What follows belongs to an exercise in optimizing a design on an open flow for small area; a production flow would make more cautious choices. The RTL was checked by simulation tests, not by an equivalence proof against the original design. Power and IR drop assume default switching activity.

// issue_stage
module issue_stage
(
  input  logic        clk,
  input  logic        rst,              
  input  logic        stall_i,
  input  logic        decode_en_i,
  input  logic [1:0]  decode_fu_sel_i,
  input  logic [2:0]  decode_op_sel_i,
  input  logic [3:0]  decode_alu_op_i,
  input  logic [4:0]  decode_rd_i,
  input  logic [4:0]  decode_rs1_i,
  input  logic [4:0]  decode_rs2_i,
  input  logic [31:0] decode_imm_i,
  input  logic [31:0] decode_pc_i,
  input  logic [3:0]  rob_tag_i,
  input  logic        rob_rs1_valid_i,
  input  logic [31:0] rob_rs1_value_i,
  input  logic        rob_rs2_valid_i,
  input  logic [31:0] rob_rs2_value_i,
  input  logic        cdb_valid_i,
  input  logic [3:0]  cdb_tag_i,
  input  logic [31:0] cdb_value_i,
  input  logic        commit_en_i,
  input  logic [4:0]  commit_rd_i,
  input  logic [3:0]  commit_tag_i,
  input  logic [31:0] commit_value_i,
  output logic        disp_alu_en_o,
  output logic        disp_ldst_en_o,
  output logic        disp_br_en_o,
  output logic        disp_br_comp_o,
  output logic [3:0]  disp_alu_op_o,
  output logic [31:0] disp_op1_value_o,
  output logic        disp_op1_rdy_o,
  output logic [3:0]  disp_op1_q_o,
  output logic [31:0] disp_op2_value_o,
  output logic        disp_op2_rdy_o,
  output logic [3:0]  disp_op2_q_o,
  output logic [31:0] disp_offset_o,
  ...
==> flow/config.mk <==
export PLATFORM = sky130hd
export DESIGN_NAME = issue_stage
export DESIGN_NICKNAME = issue_stage
export VERILOG_FILES = /design/flow/design.v
export SDC_FILE = /design/flow/constraint.sdc
export NUM_CORES = 4
export LEC_CHECK = 0
export CAP_MARGIN = 20
export CORE_MARGIN = 2
export CORE_UTILIZATION = 60
export PLACE_DENSITY = 0.68
export SETUP_SLACK_MARGIN = 0.15
export SLEW_MARGIN = 20
export SYNTH_HIERARCHICAL = 1
==> flow/constraint.sdc <==
create_clock -name core_clock -period 5.0 [get_ports {clk}]
set_input_delay 1.0000 -clock core_clock [delete_from_list [all_inputs] [get_ports {clk}]]
set_output_delay 1.0000 -clock core_clock [all_outputs]
set_load 0.01 [all_outputs]
standard.sh (not shown) runs the stock make flow with config.mk's settings and CLKGATE_MAP_FILE= SYNTH_SCRIPT=/design/flow/synth_recipe.tcl, a recipe that flattens the netlist after the stock synthesis.
==> flow/flow/run.sh <==
#!/bin/bash
# The standard layout, with two changes:
# - the port buffers are buf_1 cells instead of the buffer_ports default
# - clock tree synthesis adds no dummy loads, clusters up to 28 sinks within
#   80 um and builds from clkbuf_16
set -euo pipefail
cd "$(dirname "${BASH_SOURCE[0]}")/.."
bash standard.sh \
  BUFFER_PORTS_ARGS="-buffer_cell sky130_fd_sc_hd__buf_1" \
  CTS_ARGS="-sink_clustering_enable -repair_clock_nets -dont_use_dummy_load -sink_clustering_size 28 -sink_clustering_max_diameter 80 -buf_list {sky130_fd_sc_hd__clkbuf_16}" \
  finish > flow_make.log 2>&1
The baseline reached the layout checks and failed them: negative setup slack.
==> next run, changes <==
==> flow/flow/run.sh (replaced) <==
#!/bin/bash
# The standard layout, with two changes:
# - the port buffers are buf_1 cells instead of the buffer_ports default
# - clock tree synthesis adds no dummy loads and clusters up to 25 sinks within 70 um and builds from clkbuf_16
set -euo pipefail
cd "$(dirname "${BASH_SOURCE[0]}")/.."
bash standard.sh \
  BUFFER_PORTS_ARGS="-buffer_cell sky130_fd_sc_hd__buf_1" \
  CTS_ARGS="-sink_clustering_enable -repair_clock_nets -dont_use_dummy_load -sink_clustering_size 25 -sink_clustering_max_diameter 70 -buf_list {sky130_fd_sc_hd__clkbuf_16}" \
  finish > flow_make.log 2>&1
- CORE_UTILIZATION: 60 -> 50
- PLACE_DENSITY: 0.68 -> unset
Result: Now the flow ran to the end with no violations; worst setup slack gets better by 0.27 ns; first-iteration DRC count falls by 14%; design area is higher by 1.8%; sequential share of layout area decreases by 1.1 points.

---

== the reference run ==
Starting RTL as in the previous note.
==> flow/config.mk <==
export PLATFORM = sky130hd
export DESIGN_NAME = issue_stage
export DESIGN_NICKNAME = issue_stage
export VERILOG_FILES = /design/flow/design.v
export SDC_FILE = /design/flow/constraint.sdc
export NUM_CORES = 4
export LEC_CHECK = 0
export CAP_MARGIN = 20
export CORE_MARGIN = 2
export CORE_UTILIZATION = 55
export PLACE_DENSITY = 0.65
export SETUP_SLACK_MARGIN = 0.05
export SLEW_MARGIN = 20
export SYNTH_HIERARCHICAL = 1
==> flow/constraint.sdc <==
create_clock -name core_clock -period 5.0 [get_ports {clk}]
set_input_delay 1.0000 -clock core_clock [delete_from_list [all_inputs] [get_ports {clk}]]
set_output_delay 1.0000 -clock core_clock [all_outputs]
set_load 0.01 [all_outputs]
==> flow/flow/run.sh <==
#!/bin/bash
# The standard layout, with two changes:
# - the port buffers are buf_1 cells instead of the buffer_ports default
# - clock tree synthesis adds no dummy loads, clusters up to 28 sinks within
#   80 um and builds from clkbuf_16
set -euo pipefail
cd "$(dirname "${BASH_SOURCE[0]}")/.."
bash standard.sh \
  BUFFER_PORTS_ARGS="-buffer_cell sky130_fd_sc_hd__buf_1" \
  CTS_ARGS="-sink_clustering_enable -repair_clock_nets -dont_use_dummy_load -sink_clustering_size 28 -sink_clustering_max_diameter 80 -buf_list {sky130_fd_sc_hd__clkbuf_16}" \
  finish > flow_make.log 2>&1
Ran to the end and failed final checks on setup timing: the reference run.
Here is what was changed in the inputs of the trial run compared with the reference run.
Settings: SETUP_SLACK_MARGIN: 0.05 -> 0.15.
==> comparison <==
The trial run ran to completion and came out clean on the timing, design-rule and antenna checks.
Looking at the trial run and the reference run, the area of all placed cells without fillers is a wash.
The trial run and the reference run ended up with nearly the same utilization.
The clock period minus worst slack in the trial run sits 0.15 ns below the value recorded for the reference run.
| number of buffers other than clock buffers in the final layout | the trial run vs the reference run | ≈ equal |
The trial run vs. the reference run: fraction of power spent switching nets neither gained nor lost much; via count lost 153.

## port drivers added, routing unchanged
In the flow no input, the clock included, has a driving cell. The finished layouts below were timed again as built, in two steps.
Step 1 assumes that a clkbuf_16 drives the clock port and a buf_2 every other input.
Step 2 times the ports against the registers' clock, not the clock port: input delays grow and output delays shrink by t, the midpoint of the rising clock arrivals with the driver on.
a / b / c = ideal / step 1 / step 2; a / b = the first two.
| run | t, ns | setup WS [ns] | worst slew at a driven data input, ns | pins driven straight from the clock port |
|---|---|---|---|---|
| the first run of note 1 | 0.777 | -0.104 / -0.180 / 0.089 | 0.17 | 1 |
| the second run of note 1 | 0.746 | 0.165 / 0.086 / -0.002 | 0.20 | 1 |
| the reference run | 0.800 | -0.043 / -0.122 / -0.180 | 0.17 | 1 |
| the trial run | 0.799 | 0.106 / 0.027 / -0.205 | 0.29 | 1 |
Met with ideal ports but missed after step 2: setup timing in the second run of note 1 and the trial run. For the trial run, which loses most, drivers alone change the setup slack by -0.079 ns; drivers and shift together by -0.311 ns.
